From an optimization exercise on the open Yosys and OpenROAD flow, aimed at small area, a short achievable clock period and few clock cycles per item; shortcuts taken in it are not production practice. Where RTL was checked, it was by simulation tests only, not by an equivalence proof against the original. No activity file was given, so power comes from the tool's default toggle rates.

==> v1 <==
==> flow/design.v <==
package spp_pkg;
  localparam int US_W  = 12;
  localparam int VAL_W = 16;
  localparam int CNT_W = 16;
  localparam int IDX_W = 3;
  typedef enum logic [1:0] {
    CMD_TICK = 2'd0,
    CMD_AUTO = 2'd1,
    CMD_US   = 2'd2
  } cmd_t;
  typedef enum logic [1:0] {
    CH_A    = 2'd0,
    CH_B    = 2'd1,
    CH_BOTH = 2'd2
  } chan_t;
  localparam logic [IDX_W-1:0] REG_MIN_A = 3'd0;
  localparam logic [IDX_W-1:0] REG_MAX_A = 3'd1;
  localparam logic [IDX_W-1:0] REG_MIN_B = 3'd2;
  localparam logic [IDX_W-1:0] REG_MAX_B = 3'd3;
  localparam logic [IDX_W-1:0] REG_EN_A  = 3'd4;
  localparam logic [IDX_W-1:0] REG_EN_B  = 3'd5;
  localparam logic [US_W-1:0] MIN_RESET = 12'd544;
  localparam logic [US_W-1:0] MAX_RESET = 12'd2400;
  typedef struct packed {
    logic s2;
    logic s3;
  } stage_en_t;
  typedef struct packed {
    logic       load;
    logic [1:0] cmd;
    logic [1:0] channel;
  } upd_ctl_t;
endpackage
module servo_pulse_pwm_two_channel #(
  parameter int TICKS_PER_US = 16,
  parameter int MAX_ANGLE    = 180
) (
  input  logic         clk,
  input  logic         rst,
  input  logic         cfg_valid,
  output logic         cfg_ready,
  input  logic [2:0]   cfg_index,
  input  logic [11:0]  cfg_data,
  input  logic         item_valid,
  output logic         item_ready,
  input  logic [1:0]   item_cmd,
  input  logic [1:0]   item_channel,
  input  logic [15:0]  item_value,
  output logic         result_valid,
  input  logic         result_ready,
  output logic         result_pwm_a,
  output logic         result_pwm_b,
  output logic [15:0]  result_count
);
  logic [11:0] min_a, max_a, min_b, max_b;
  logic        enable_a, enable_b;
  logic [15:0] counter;
  logic [11:0] act_a, act_b;      
  logic        le_a, le_b;        
  logic [12:0] pend_a, pend_b;    
  logic        need_a, need_b;    
  logic        busy, cur;
  logic        bel, abv, angf, gtf, negf;
  logic [4:0]  step;
  logic [19:0] x;
  logic        t1, t2, t3;
  logic        hu;                
  logic        e1, e2;
  logic        irdy, rv;
  assign cfg_ready = 1'b1;
  always_ff @(posedge clk) begin
    if (rst) begin
      min_a    <= spp_pkg::MIN_RESET;
      max_a    <= spp_pkg::MAX_RESET;
      min_b    <= spp_pkg::MIN_RESET;
      max_b    <= spp_pkg::MAX_RESET;
      enable_a <= 1'b0;
      enable_b <= 1'b0;
    end else if (cfg_valid) begin
      case (cfg_index)
        spp_pkg::REG_MIN_A: min_a    <= cfg_data;
        spp_pkg::REG_MAX_A: max_a    <= cfg_data;
        spp_pkg::REG_MIN_B: min_b    <= cfg_data;
        spp_pkg::REG_MAX_B: max_b    <= cfg_data;
        spp_pkg::REG_EN_A:  enable_a <= cfg_data[0];
        spp_pkg::REG_EN_B:  enable_b <= cfg_data[0];
        default: ;
      endcase
    end
  end
  logic acc, take, is_tick, is_wr, wr_a, wr_b;
  logic [12:0] raw;
  assign acc     = item_valid && irdy;
  assign take    = rv && result_ready;
  assign is_tick = item_cmd == 2'd0;
  assign is_wr   = item_cmd == 2'd1 || item_cmd == 2'd2;
  assign wr_a    = acc && is_wr && (item_channel == 2'd0 || item_channel == 2'd2);
  assign wr_b    = acc && is_wr && (item_channel != 2'd0);
  assign raw     = {item_cmd == 2'd1, item_value[11:0] | {12{|item_value[15:12]}}};
  logic [11:0] lo, hi, v;
  logic        pauto;
  logic [11:0] q;
  logic [12:0] sum;
  logic [7:0]  acc_in;
  logic        mbit;
  logic [8:0]  macc;
  logic [6:0]  dt, dsub;
  logic        dge;
  logic        s_cmp, s_first, s_mul, s_fin;
  logic        qz, sfull, s_lo, s_hi, s_sum;
  logic [11:0] conv_w;
  assign lo    = cur ? min_b  : min_a;
  assign hi    = cur ? max_b  : max_a;
  assign v     = cur ? pend_b[11:0] : pend_a[11:0];
  assign pauto = cur ? pend_b[12]   : pend_a[12];
  assign q     = x[13:2];
  assign s_cmp   = busy && step == 5'd0;
  assign s_first = busy && step == 5'd1;
  assign s_mul   = step >= 5'd1 && step <= 5'd12;
  assign s_fin   = busy && step == 5'd25;
  always_comb begin
    sum      = {1'b0, lo} + {1'b0, s_cmp ? ~hi : q};
    acc_in   = (step == 5'd1 && !negf) ? 8'd0 : x[19:12];
    mbit     = x[0] ^ !negf;
    macc     = {1'b0, acc_in} + (mbit ? {1'b0, v[7:0]} : 9'd0);
    dt       = {x[19:14], x[13]};
    dge      = dt >= 7'd45;
    dsub     = dt - 7'd45;
    qz    = q == 12'd0;
    sfull = angf && gtf;
    if (s_fin) begin
      s_lo  = negf && !qz;
      s_hi  = negf && qz;
      s_sum = !negf;
    end else begin
      s_lo  = sfull ? negf : bel;
      s_hi  = sfull ? !negf : (!bel && abv);
      s_sum = 1'b0;
    end
    if (s_lo)       conv_w = lo;
    else if (s_hi)  conv_w = hi;
    else if (s_sum) conv_w = sum[11:0];
    else            conv_w = v;
  end
  logic        busy_n, cur_n, need_a_n, need_b_n;
  logic [12:0] pend_a_n, pend_b_n;
  logic        conv_wr;
  always_comb begin
    busy_n   = busy;
    cur_n    = cur;
    need_a_n = need_a;
    need_b_n = need_b;
    conv_wr  = 1'b0;
    if (!busy) begin
      if (need_a || need_b) begin
        busy_n = 1'b1;
        cur_n  = !need_a;
        if (need_a) need_a_n = 1'b0; else need_b_n = 1'b0;
      end
    end else if (s_fin || (s_first && !(angf && !gtf))) begin
      busy_n  = 1'b0;
      conv_wr = 1'b1;
    end
    pend_a_n = (conv_wr && !cur) ? {1'b0, conv_w} : pend_a;
    pend_b_n = (conv_wr &&  cur) ? {1'b0, conv_w} : pend_b;
    if (busy && (cur ? wr_b : wr_a)) busy_n = 1'b0;
    if (wr_a) begin
      pend_a_n = raw;
      need_a_n = 1'b1;
    end
    if (wr_b) begin
      pend_b_n = raw;
      need_b_n = 1'b1;
    end
  end
  always_ff @(posedge clk) begin
    if (rst) begin
      busy   <= 1'b0;
      need_a <= 1'b0;
      need_b <= 1'b0;
      pend_a <= '0;
      pend_b <= '0;
    end else begin
      busy   <= busy_n;
      need_a <= need_a_n;
      need_b <= need_b_n;
      pend_a <= pend_a_n;
      pend_b <= pend_b_n;
    end
  end
  always_ff @(posedge clk) begin
    cur  <= cur_n;
    step <= busy ? step + 5'd1 : 5'd0;
    if (s_cmp) begin
      bel  <= v < lo;
      abv  <= v > hi;
      angf <= pauto && (v < lo);
      gtf  <= v > 12'(MAX_ANGLE);
      negf <= sum[12];
      x    <= {v[7:0], sum[11:0]};
    end else if (s_mul) begin
      x <= {macc, x[11:1]};
    end else begin
      x <= {dge ? dsub[5:0] : dt[5:0], x[12:2], dge, x[1:0]};
    end
  end
  logic        t1_n, t2_n, t3_n, hu_n, e1_n, e2_n;
  logic        ap_raw, ap, wrap, nearwrap, busy_any, busy_any_n;
  assign busy_any   = busy | need_a | need_b;
  assign busy_any_n = busy_n | need_a_n | need_b_n;
  assign wrap       = counter == 16'hFFFF;
  assign nearwrap   = counter[15:3] == 13'h1FFF;
  always_comb begin
    if (take) begin
      t1_n = acc | t2;
      t2_n = acc ? t2 : t3;
      t3_n = 1'b0;
    end else begin
      t1_n = acc | t1;
      t2_n = acc ? t1 : t2;
      t3_n = acc ? t2 : t3;
    end
    if (take) ap_raw = t2 ? e1 : (acc & is_tick);
    else      ap_raw = t1 ? hu : (acc & is_tick);
    ap   = ap_raw & !(wrap & busy_any);
    hu_n = ap_raw & wrap & busy_any;
    if (take) e1_n = t3 ? e2 : is_tick;
    else      e1_n = (t1 & !t2) ? is_tick : e1;
    e2_n = (!take & t2 & !t3) ? is_tick : e2;
  end
  always_ff @(posedge clk) begin
    if (rst) begin
      t1      <= 1'b0;
      t2      <= 1'b0;
      t3      <= 1'b0;
      hu      <= 1'b0;
      e1      <= 1'b0;
      e2      <= 1'b0;
      irdy    <= 1'b1;
      rv      <= 1'b0;
      counter <= '0;
      act_a   <= '0;
      act_b   <= '0;
      le_a    <= 1'b1;
      le_b    <= 1'b1;
    end else begin
      t1   <= t1_n;
      t2   <= t2_n;
      t3   <= t3_n;
      hu   <= hu_n;
      e1   <= e1_n;
      e2   <= e2_n;
      irdy <= !t3_n && !(nearwrap && (hu_n || (t2_n && e1_n)));
      rv   <= t1_n && !hu_n && (t2_n || !busy_any_n);
      if (ap) begin
        counter <= counter + 16'd1;
        if (wrap) begin
          act_a <= pend_a[11:0];
          act_b <= pend_b[11:0];
          le_a  <= 1'b1;
          le_b  <= 1'b1;
        end else begin
          if (counter == {act_a, 4'b0000}) le_a <= 1'b0;
          if (counter == {act_b, 4'b0000}) le_b <= 1'b0;
        end
      end
    end
  end
  assign item_ready   = irdy;
  assign result_valid = rv;
  assign result_count = counter;
  assign result_pwm_a = enable_a && le_a;
  assign result_pwm_b = enable_b && le_b;
endmodule
==> flow/run.sh <==
#!/bin/bash
# synth_recipe.tcl (not shown) runs the flow's synth.tcl, then flattens the netlist and writes it again
# the make line also repeats each setting of config.mk as NAME=value (left out here)
make -C /OpenROAD-flow-scripts/flow DESIGN_CONFIG=/design/flow/config.mk WORK_HOME=/design/flow/orfs CLKGATE_MAP_FILE= SYNTH_SCRIPT=/design/flow/synth_recipe.tcl finish
==> flow/config.mk <==
export PLATFORM = sky130hd
export DESIGN_NAME = servo_pulse_pwm_two_channel
export DESIGN_NICKNAME = servo_pulse_pwm_two_channel
export VERILOG_FILES = /design/flow/design.v
export SDC_FILE = /design/flow/constraint.sdc
export NUM_CORES = 4
export LEC_CHECK = 0
export CAP_MARGIN = 20
export CORE_MARGIN = 2
export CORE_UTILIZATION = 40
export SETUP_SLACK_MARGIN = 4.3
export SLEW_MARGIN = 20
==> flow/constraint.sdc <==
create_clock -name core_clock -period 7.0 [get_ports {clk}]
set_input_delay 1.4000 -clock core_clock [delete_from_list [all_inputs] [get_ports {clk}]]
set_output_delay 1.4000 -clock core_clock [all_outputs]
set_load 0.01 [all_outputs]
==> v17: changes against v1 <==
--- a/flow/design.v
+++ b/flow/design.v
@@ -57,6 +57,7 @@
   logic [15:0] counter;
   logic [11:0] act_a, act_b;      
   logic        le_a, le_b;        
+  logic        wrapped;           
   logic [12:0] pend_a, pend_b;    
   logic        need_a, need_b;    
   logic        busy, cur;
@@ -68,25 +69,25 @@
   logic        e1, e2;
   logic        irdy, rv;
   assign cfg_ready = 1'b1;
-  always_ff @(posedge clk) begin
-    if (rst) begin
-      min_a    <= spp_pkg::MIN_RESET;
-      max_a    <= spp_pkg::MAX_RESET;
-      min_b    <= spp_pkg::MIN_RESET;
-      max_b    <= spp_pkg::MAX_RESET;
-      enable_a <= 1'b0;
-      enable_b <= 1'b0;
-    end else if (cfg_valid) begin
-      case (cfg_index)
-        spp_pkg::REG_MIN_A: min_a    <= cfg_data;
-        spp_pkg::REG_MAX_A: max_a    <= cfg_data;
-        spp_pkg::REG_MIN_B: min_b    <= cfg_data;
-        spp_pkg::REG_MAX_B: max_b    <= cfg_data;
-        spp_pkg::REG_EN_A:  enable_a <= cfg_data[0];
-        spp_pkg::REG_EN_B:  enable_b <= cfg_data[0];
-        default: ;
-      endcase
-    end
+  logic [11:0] d_min, d_max;
+  logic        d_en;
+  logic        we_min_a, we_max_a, we_min_b, we_max_b, we_en_a, we_en_b;
+  assign d_min    = rst ? spp_pkg::MIN_RESET : cfg_data;
+  assign d_max    = rst ? spp_pkg::MAX_RESET : cfg_data;
+  assign d_en     = !rst && cfg_data[0];
+  assign we_min_a = rst || (cfg_valid && cfg_index == spp_pkg::REG_MIN_A);
+  assign we_max_a = rst || (cfg_valid && cfg_index == spp_pkg::REG_MAX_A);
+  assign we_min_b = rst || (cfg_valid && cfg_index == spp_pkg::REG_MIN_B);
+  assign we_max_b = rst || (cfg_valid && cfg_index == spp_pkg::REG_MAX_B);
+  assign we_en_a  = rst || (cfg_valid && cfg_index == spp_pkg::REG_EN_A);
+  assign we_en_b  = rst || (cfg_valid && cfg_index == spp_pkg::REG_EN_B);
+  always_ff @(posedge clk) begin
+    if (we_min_a) min_a    <= d_min;
+    if (we_max_a) max_a    <= d_max;
+    if (we_min_b) min_b    <= d_min;
+    if (we_max_b) max_b    <= d_max;
+    if (we_en_a)  enable_a <= d_en;
+    if (we_en_b)  enable_b <= d_en;
   end
   logic acc, take, is_tick, is_wr, wr_a, wr_b;
   logic [12:0] raw;
@@ -102,45 +103,42 @@
   logic [11:0] q;
   logic [12:0] sum;
   logic [7:0]  acc_in;
+  logic [7:0]  ang;                
   logic        mbit;
   logic [8:0]  macc;
   logic [6:0]  dt, dsub;
   logic        dge;
-  logic        s_cmp, s_first, s_mul, s_fin;
-  logic        qz, sfull, s_lo, s_hi, s_sum;
+  logic        s_cmp, s_first, s_mul, s_add, s_fin;
   logic [11:0] conv_w;
+  logic        sfull, sel_lo, sel_hi, sel_x;
   assign lo    = cur ? min_b  : min_a;
   assign hi    = cur ? max_b  : max_a;
   assign v     = cur ? pend_b[11:0] : pend_a[11:0];
   assign pauto = cur ? pend_b[12]   : pend_a[12];
   assign q     = x[13:2];
-  assign s_cmp   = busy && step == 5'd0;
-  assign s_first = busy && step == 5'd1;
   assign s_mul   = step >= 5'd1 && step <= 5'd12;
-  assign s_fin   = busy && step == 5'd25;
   always_comb begin
-    sum      = {1'b0, lo} + {1'b0, s_cmp ? ~hi : q};
-    acc_in   = (step == 5'd1 && !negf) ? 8'd0 : x[19:12];
+    sum      = {1'b0, lo} + {1'b0, q};
+    acc_in   = s_first ? (negf ? ang : 8'd0) : x[19:12];
     mbit     = x[0] ^ !negf;
-    macc     = {1'b0, acc_in} + (mbit ? {1'b0, v[7:0]} : 9'd0);
+    macc     = {1'b0, acc_in} + (mbit ? {1'b0, ang} : 9'd0);
     dt       = {x[19:14], x[13]};
     dge      = dt >= 7'd45;
     dsub     = dt - 7'd45;
-    qz    = q == 12'd0;
     sfull = angf && gtf;
     if (s_fin) begin
-      s_lo  = negf && !qz;
-      s_hi  = negf && qz;
-      s_sum = !negf;
-    end else begin
-      s_lo  = sfull ? negf : bel;
-      s_hi  = sfull ? !negf : (!bel && abv);
-      s_sum = 1'b0;
-    end
-    if (s_lo)       conv_w = lo;
-    else if (s_hi)  conv_w = hi;
-    else if (s_sum) conv_w = sum[11:0];
-    else            conv_w = v;
+      sel_lo = negf && !x[12];
+      sel_hi = negf && x[12];
+      sel_x  = !negf;
+    end else begin
+      sel_lo = sfull ? negf : bel;
+      sel_hi = sfull ? !negf : (!bel && abv);
+      sel_x  = 1'b0;
+    end
+    if (sel_lo)      conv_w = lo;
+    else if (sel_hi) conv_w = hi;
+    else if (sel_x)  conv_w = x[11:0];
+    else             conv_w = v;
   end
   logic        busy_n, cur_n, need_a_n, need_b_n;
   logic [12:0] pend_a_n, pend_b_n;
@@ -166,11 +164,11 @@
     if (busy && (cur ? wr_b : wr_a)) busy_n = 1'b0;
     if (wr_a) begin
       pend_a_n = raw;
-      need_a_n = 1'b1;
+      if (busy || !busy_n || cur_n) need_a_n = 1'b1;
     end
     if (wr_b) begin
       pend_b_n = raw;
-      need_b_n = 1'b1;
+      if (busy || !busy_n || !cur_n) need_b_n = 1'b1;
     end
   end
   always_ff @(posedge clk) begin
@@ -191,15 +189,24 @@
   always_ff @(posedge clk) begin
     cur  <= cur_n;
     step <= busy ? step + 5'd1 : 5'd0;
+    s_cmp   <= !rst && !busy && busy_n;
+    s_first <= !rst && s_cmp && busy_n;
+    s_add   <= !rst && busy && step == 5'd24 && busy_n;
+    s_fin   <= !rst && s_add && busy_n;
     if (s_cmp) begin
       bel  <= v < lo;
       abv  <= v > hi;
       angf <= pauto && (v < lo);
       gtf  <= v > 12'(MAX_ANGLE);
       negf <= sum[12];
-      x    <= {v[7:0], sum[11:0]};
+      ang  <= v[7:0];
+      x[11:0] <= sum[11:0];
+    end else if (!busy) begin
+      x[13:2] <= ~(need_a ? max_a : max_b);
     end else if (s_mul) begin
       x <= {macc, x[11:1]};
+    end else if (s_add) begin
+      x[12:0] <= {q == 12'd0, sum[11:0]};
     end else begin
       x <= {dge ? dsub[5:0] : dt[5:0], x[12:2], dge, x[1:0]};
     end
@@ -222,8 +229,8 @@
     end
     if (take) ap_raw = t2 ? e1 : (acc & is_tick);
     else      ap_raw = t1 ? hu : (acc & is_tick);
-    ap   = ap_raw & !(wrap & busy_any);
-    hu_n = ap_raw & wrap & busy_any;
+    ap   = ap_raw & !((wrap & busy_any) | wrapped);
+    hu_n = ap_raw & ((wrap & busy_any) | wrapped);
     if (take) e1_n = t3 ? e2 : is_tick;
     else      e1_n = (t1 & !t2) ? is_tick : e1;
     e2_n = (!take & t2 & !t3) ? is_tick : e2;
@@ -243,6 +250,7 @@
       act_b   <= '0;
       le_a    <= 1'b1;
       le_b    <= 1'b1;
+      wrapped <= 1'b0;
     end else begin
       t1   <= t1_n;
       t2   <= t2_n;
@@ -252,11 +260,14 @@
       e2   <= e2_n;
       irdy <= !t3_n && !(nearwrap && (hu_n || (t2_n && e1_n)));
       rv   <= t1_n && !hu_n && (t2_n || !busy_any_n);
+      wrapped <= ap && wrap;
+      if (wrapped) begin
+        act_a <= pend_a[11:0];
+        act_b <= pend_b[11:0];
+      end
       if (ap) begin
         counter <= counter + 16'd1;
         if (wrap) begin
-          act_a <= pend_a[11:0];
-          act_b <= pend_b[11:0];
           le_a  <= 1'b1;
           le_b  <= 1'b1;
         end else begin
==> flow/flow/run.sh (new file) <==
#!/bin/bash
# Layout flow: the standard flow (standard.sh, unchanged synthesis and
# steps), with the port buffers inserted as sky130_fd_sc_hd__buf_2 cells
# instead of the default buffer cell that buffer_ports picks.
# Logs in the run folder: standard.log (everything standard.sh runs prints;
# ORFS keeps each tool's own log under orfs/logs/).
set -o pipefail
cp standard.sh standard_sh_copy.txt
export BUFFER_PORTS_ARGS="-buffer_cell sky130_fd_sc_hd__buf_2"
bash standard.sh > standard.log 2>&1
==> flow/standard.sh (new file) <==
#!/bin/bash
# synth_recipe.tcl (not shown) runs the flow's synth.tcl, then flattens the netlist and writes it again
# the make line also repeats each setting of config.mk as NAME=value (left out here)
make -C /OpenROAD-flow-scripts/flow DESIGN_CONFIG=/design/flow/config.mk WORK_HOME=/design/flow/orfs CLKGATE_MAP_FILE= SYNTH_SCRIPT=/design/flow/synth_recipe.tcl "${@:-finish}"
Settings changed: CTS_BUF_LIST set to sky130_fd_sc_hd__clkbuf_8, SETUP_SLACK_MARGIN 4.3 to 4.4, TNS_END_PERCENT set to 5.
removed: flow/run.sh
==> v8: changes against v1 <==
--- a/flow/design.v
+++ b/flow/design.v
@@ -57,6 +57,7 @@
   logic [15:0] counter;
   logic [11:0] act_a, act_b;      
   logic        le_a, le_b;        
+  logic        wrapped;           
   logic [12:0] pend_a, pend_b;    
   logic        need_a, need_b;    
   logic        busy, cur;
@@ -68,25 +69,25 @@
   logic        e1, e2;
   logic        irdy, rv;
   assign cfg_ready = 1'b1;
-  always_ff @(posedge clk) begin
-    if (rst) begin
-      min_a    <= spp_pkg::MIN_RESET;
-      max_a    <= spp_pkg::MAX_RESET;
-      min_b    <= spp_pkg::MIN_RESET;
-      max_b    <= spp_pkg::MAX_RESET;
-      enable_a <= 1'b0;
-      enable_b <= 1'b0;
-    end else if (cfg_valid) begin
-      case (cfg_index)
-        spp_pkg::REG_MIN_A: min_a    <= cfg_data;
-        spp_pkg::REG_MAX_A: max_a    <= cfg_data;
-        spp_pkg::REG_MIN_B: min_b    <= cfg_data;
-        spp_pkg::REG_MAX_B: max_b    <= cfg_data;
-        spp_pkg::REG_EN_A:  enable_a <= cfg_data[0];
-        spp_pkg::REG_EN_B:  enable_b <= cfg_data[0];
-        default: ;
-      endcase
-    end
+  logic [11:0] d_min, d_max;
+  logic        d_en;
+  logic        we_min_a, we_max_a, we_min_b, we_max_b, we_en_a, we_en_b;
+  assign d_min    = rst ? spp_pkg::MIN_RESET : cfg_data;
+  assign d_max    = rst ? spp_pkg::MAX_RESET : cfg_data;
+  assign d_en     = !rst && cfg_data[0];
+  assign we_min_a = rst || (cfg_valid && cfg_index == spp_pkg::REG_MIN_A);
+  assign we_max_a = rst || (cfg_valid && cfg_index == spp_pkg::REG_MAX_A);
+  assign we_min_b = rst || (cfg_valid && cfg_index == spp_pkg::REG_MIN_B);
+  assign we_max_b = rst || (cfg_valid && cfg_index == spp_pkg::REG_MAX_B);
+  assign we_en_a  = rst || (cfg_valid && cfg_index == spp_pkg::REG_EN_A);
+  assign we_en_b  = rst || (cfg_valid && cfg_index == spp_pkg::REG_EN_B);
+  always_ff @(posedge clk) begin
+    if (we_min_a) min_a    <= d_min;
+    if (we_max_a) max_a    <= d_max;
+    if (we_min_b) min_b    <= d_min;
+    if (we_max_b) max_b    <= d_max;
+    if (we_en_a)  enable_a <= d_en;
+    if (we_en_b)  enable_b <= d_en;
   end
   logic acc, take, is_tick, is_wr, wr_a, wr_b;
   logic [12:0] raw;
@@ -102,45 +103,43 @@
   logic [11:0] q;
   logic [12:0] sum;
   logic [7:0]  acc_in;
+  logic [7:0]  ang;                
+  logic [11:0] lo_c;               
   logic        mbit;
   logic [8:0]  macc;
   logic [6:0]  dt, dsub;
   logic        dge;
-  logic        s_cmp, s_first, s_mul, s_fin;
-  logic        qz, sfull, s_lo, s_hi, s_sum;
+  logic        s_cmp, s_first, s_mul, s_add, s_fin;
   logic [11:0] conv_w;
-  assign lo    = cur ? min_b  : min_a;
+  logic        sfull, sel_lo, sel_hi, sel_x;
+  assign lo    = lo_c;
   assign hi    = cur ? max_b  : max_a;
   assign v     = cur ? pend_b[11:0] : pend_a[11:0];
   assign pauto = cur ? pend_b[12]   : pend_a[12];
   assign q     = x[13:2];
-  assign s_cmp   = busy && step == 5'd0;
-  assign s_first = busy && step == 5'd1;
   assign s_mul   = step >= 5'd1 && step <= 5'd12;
-  assign s_fin   = busy && step == 5'd25;
   always_comb begin
-    sum      = {1'b0, lo} + {1'b0, s_cmp ? ~hi : q};
-    acc_in   = (step == 5'd1 && !negf) ? 8'd0 : x[19:12];
+    sum      = {1'b0, lo} + {1'b0, q};
+    acc_in   = s_first ? (negf ? ang : 8'd0) : x[19:12];
     mbit     = x[0] ^ !negf;
-    macc     = {1'b0, acc_in} + (mbit ? {1'b0, v[7:0]} : 9'd0);
+    macc     = {1'b0, acc_in} + (mbit ? {1'b0, ang} : 9'd0);
     dt       = {x[19:14], x[13]};
     dge      = dt >= 7'd45;
     dsub     = dt - 7'd45;
-    qz    = q == 12'd0;
     sfull = angf && gtf;
     if (s_fin) begin
-      s_lo  = negf && !qz;
-      s_hi  = negf && qz;
-      s_sum = !negf;
-    end else begin
-      s_lo  = sfull ? negf : bel;
-      s_hi  = sfull ? !negf : (!bel && abv);
-      s_sum = 1'b0;
-    end
-    if (s_lo)       conv_w = lo;
-    else if (s_hi)  conv_w = hi;
-    else if (s_sum) conv_w = sum[11:0];
-    else            conv_w = v;
+      sel_lo = negf && !x[12];
+      sel_hi = negf && x[12];
+      sel_x  = !negf;
+    end else begin
+      sel_lo = sfull ? negf : bel;
+      sel_hi = sfull ? !negf : (!bel && abv);
+      sel_x  = 1'b0;
+    end
+    if (sel_lo)      conv_w = lo;
+    else if (sel_hi) conv_w = hi;
+    else if (sel_x)  conv_w = x[11:0];
+    else             conv_w = v;
   end
   logic        busy_n, cur_n, need_a_n, need_b_n;
   logic [12:0] pend_a_n, pend_b_n;
@@ -191,15 +190,25 @@
   always_ff @(posedge clk) begin
     cur  <= cur_n;
     step <= busy ? step + 5'd1 : 5'd0;
+    s_cmp   <= !rst && !busy && busy_n;
+    s_first <= !rst && s_cmp && busy_n;
+    s_add   <= !rst && busy && step == 5'd24 && busy_n;
+    s_fin   <= !rst && s_add && busy_n;
     if (s_cmp) begin
       bel  <= v < lo;
       abv  <= v > hi;
       angf <= pauto && (v < lo);
       gtf  <= v > 12'(MAX_ANGLE);
       negf <= sum[12];
-      x    <= {v[7:0], sum[11:0]};
+      ang  <= v[7:0];
+      x[11:0] <= sum[11:0];
+    end else if (!busy) begin
+      x[13:2] <= ~(need_a ? max_a : max_b);
+      lo_c    <= need_a ? min_a : min_b;
     end else if (s_mul) begin
       x <= {macc, x[11:1]};
+    end else if (s_add) begin
+      x[12:0] <= {q == 12'd0, sum[11:0]};
     end else begin
       x <= {dge ? dsub[5:0] : dt[5:0], x[12:2], dge, x[1:0]};
     end
@@ -222,8 +231,8 @@
     end
     if (take) ap_raw = t2 ? e1 : (acc & is_tick);
     else      ap_raw = t1 ? hu : (acc & is_tick);
-    ap   = ap_raw & !(wrap & busy_any);
-    hu_n = ap_raw & wrap & busy_any;
+    ap   = ap_raw & !((wrap & busy_any) | wrapped);
+    hu_n = ap_raw & ((wrap & busy_any) | wrapped);
     if (take) e1_n = t3 ? e2 : is_tick;
     else      e1_n = (t1 & !t2) ? is_tick : e1;
     e2_n = (!take & t2 & !t3) ? is_tick : e2;
@@ -243,6 +252,7 @@
       act_b   <= '0;
       le_a    <= 1'b1;
       le_b    <= 1'b1;
+      wrapped <= 1'b0;
     end else begin
       t1   <= t1_n;
       t2   <= t2_n;
@@ -252,11 +262,14 @@
       e2   <= e2_n;
       irdy <= !t3_n && !(nearwrap && (hu_n || (t2_n && e1_n)));
       rv   <= t1_n && !hu_n && (t2_n || !busy_any_n);
+      wrapped <= ap && wrap;
+      if (wrapped) begin
+        act_a <= pend_a[11:0];
+        act_b <= pend_b[11:0];
+      end
       if (ap) begin
         counter <= counter + 16'd1;
         if (wrap) begin
-          act_a <= pend_a[11:0];
-          act_b <= pend_b[11:0];
           le_a  <= 1'b1;
           le_b  <= 1'b1;
         end else begin
==> flow/flow/run.sh (new file) <==
#!/bin/bash
# Layout flow: the standard flow (standard.sh, unchanged synthesis and
# steps), with the port buffers inserted as sky130_fd_sc_hd__buf_2 cells
# instead of the default buffer cell that buffer_ports picks.
# Logs in the run folder: standard.log (everything standard.sh runs prints;
# ORFS keeps each tool's own log under orfs/logs/).
set -o pipefail
cp standard.sh standard_sh_copy.txt
export BUFFER_PORTS_ARGS="-buffer_cell sky130_fd_sc_hd__buf_2"
bash standard.sh > standard.log 2>&1
==> flow/standard.sh (new file) <==
#!/bin/bash
# synth_recipe.tcl (not shown) runs the flow's synth.tcl, then flattens the netlist and writes it again
# the make line also repeats each setting of config.mk as NAME=value (left out here)
make -C /OpenROAD-flow-scripts/flow DESIGN_CONFIG=/design/flow/config.mk WORK_HOME=/design/flow/orfs CLKGATE_MAP_FILE= SYNTH_SCRIPT=/design/flow/synth_recipe.tcl "${@:-finish}"
Settings changed: SETUP_SLACK_MARGIN 4.3 to 4.4.
removed: flow/run.sh
==> metrics.log <==
[metrics] post-synthesis adder-cell area fraction: 6.778%
[metrics] hold path startpoint: pend_a[12]
[metrics] number of nets in the synthesized netlist: 1137
[metrics] Worst path slowest cell: sky130_fd_sc_hd__dfxtp_1
[metrics] total power: 2.924 mW
[metrics] peak supply drop: 0.0001400 V
[metrics] portion of total power attributed to sequential cells: 42.1%
[metrics] category of cells accounting for the largest share of critical-path delay: flip-flops
[metrics] count of flip-flops with a built-in enable after synthesis: 73
[metrics] clock network area share: 3.759%
[metrics] share of final-layout standard cells stronger than drive strength 1: 18.65%
[metrics] Synth top area share: 21.51%
[metrics] shortest clock period the worst path allows after layout: 2.678 ns
[metrics] vias post-DR: 8247
[metrics] crit-path cells: buf_2
[metrics] status: complete, no violations
[metrics] leading area contributor after synthesis: sky130_fd_sc_hd__edfxtp_1
[metrics] sum of net half-perimeters after detailed placement: 19.66 mm
[metrics] Chip Height: 163.6 um
That was v17.
==> metrics.log <==
[metrics] share of final-layout standard cells stronger than drive strength 1: 19.23%
[metrics] category of cells accounting for the largest share of critical-path delay: compound AO/OA/AOI/OAI gates
[metrics] Synth top area share: 24.68%
[metrics] portion of total power attributed to sequential cells: 43.0%
[metrics] status: complete, no violations
[metrics] vias post-DR: 8050
[metrics] post-synthesis adder-cell area fraction: 6.600%
[metrics] peak supply drop: 0.0001285 V
[metrics] hold path startpoint: pend_b[12]
[metrics] crit-path cells: buf_2 > inv_12 > ha_4 > o2111ai_2 > buf_6 > inv_6 > a21oi_1 > o21ai_2 > o211ai_1 > a21oi_1
[metrics] count of flip-flops with a built-in enable after synthesis: 86
[metrics] shortest clock period the worst path allows after layout: 2.569 ns
That was v8.
==> metrics.log <==
[metrics] number of nets in the synthesized netlist: 1318
[metrics] vias post-DR: 9425
[metrics] sum of net half-perimeters after detailed placement: 20.15 mm
[metrics] Chip Height: 158.6 um
[metrics] portion of total power attributed to sequential cells: 33.1%
[metrics] shortest clock period the worst path allows after layout: 3.389 ns
[metrics] status: complete, no violations
[metrics] leading area contributor after synthesis: sky130_fd_sc_hd__dfxtp_1
[metrics] hold path startpoint: min_b[8]
[metrics] post-synthesis adder-cell area fraction: 7.229%
[metrics] total power: 3.342 mW
[metrics] clock network area share: 4.311%
That was v1.
Testbench counts of v1, summed over its fixed seeds: cycles 1,049,202, items 1,048,576.
Testbench counts of v17, summed over its fixed seeds: cycles 1,049,210, items 1,048,576.
The RTL of v8 was laid out without a check of its function.

[afterwards: timing with drivers on the ports]
No port has a modelled driver above. Below, the same layouts with a new extraction and two added sets of constraints.
Step 1, drivers: a clkbuf_16 drives clk and a buf_2 each remaining input, both assumed.
Step 2, shift: input delay + t, output delay - t, t = (earliest + latest rising clock arrival at the registers) / 2. This alone moves slack from input paths to output paths.
Three values: ideal, step 1, step 2; two values: the first two.
run | shift t [ns] | setup slack, ns | slew at the worst register clock pin (ns) | pins driven straight from the clock port
v1 | 0.483 | 3.611 / 3.611 / 3.611 | 0.07 / 0.07 | 1
v17 | 0.512 | 4.322 / 4.280 / 3.869 | 0.12 / 0.12 | 1
v8 | 0.479 | 4.431 / 4.394 / 3.979 | 0.08 / 0.08 | 1
After both steps setup and hold are still met in every run listed. The setup slack of v17, which loses most, moves by -0.042 ns with the drivers and by -0.453 ns with both steps.
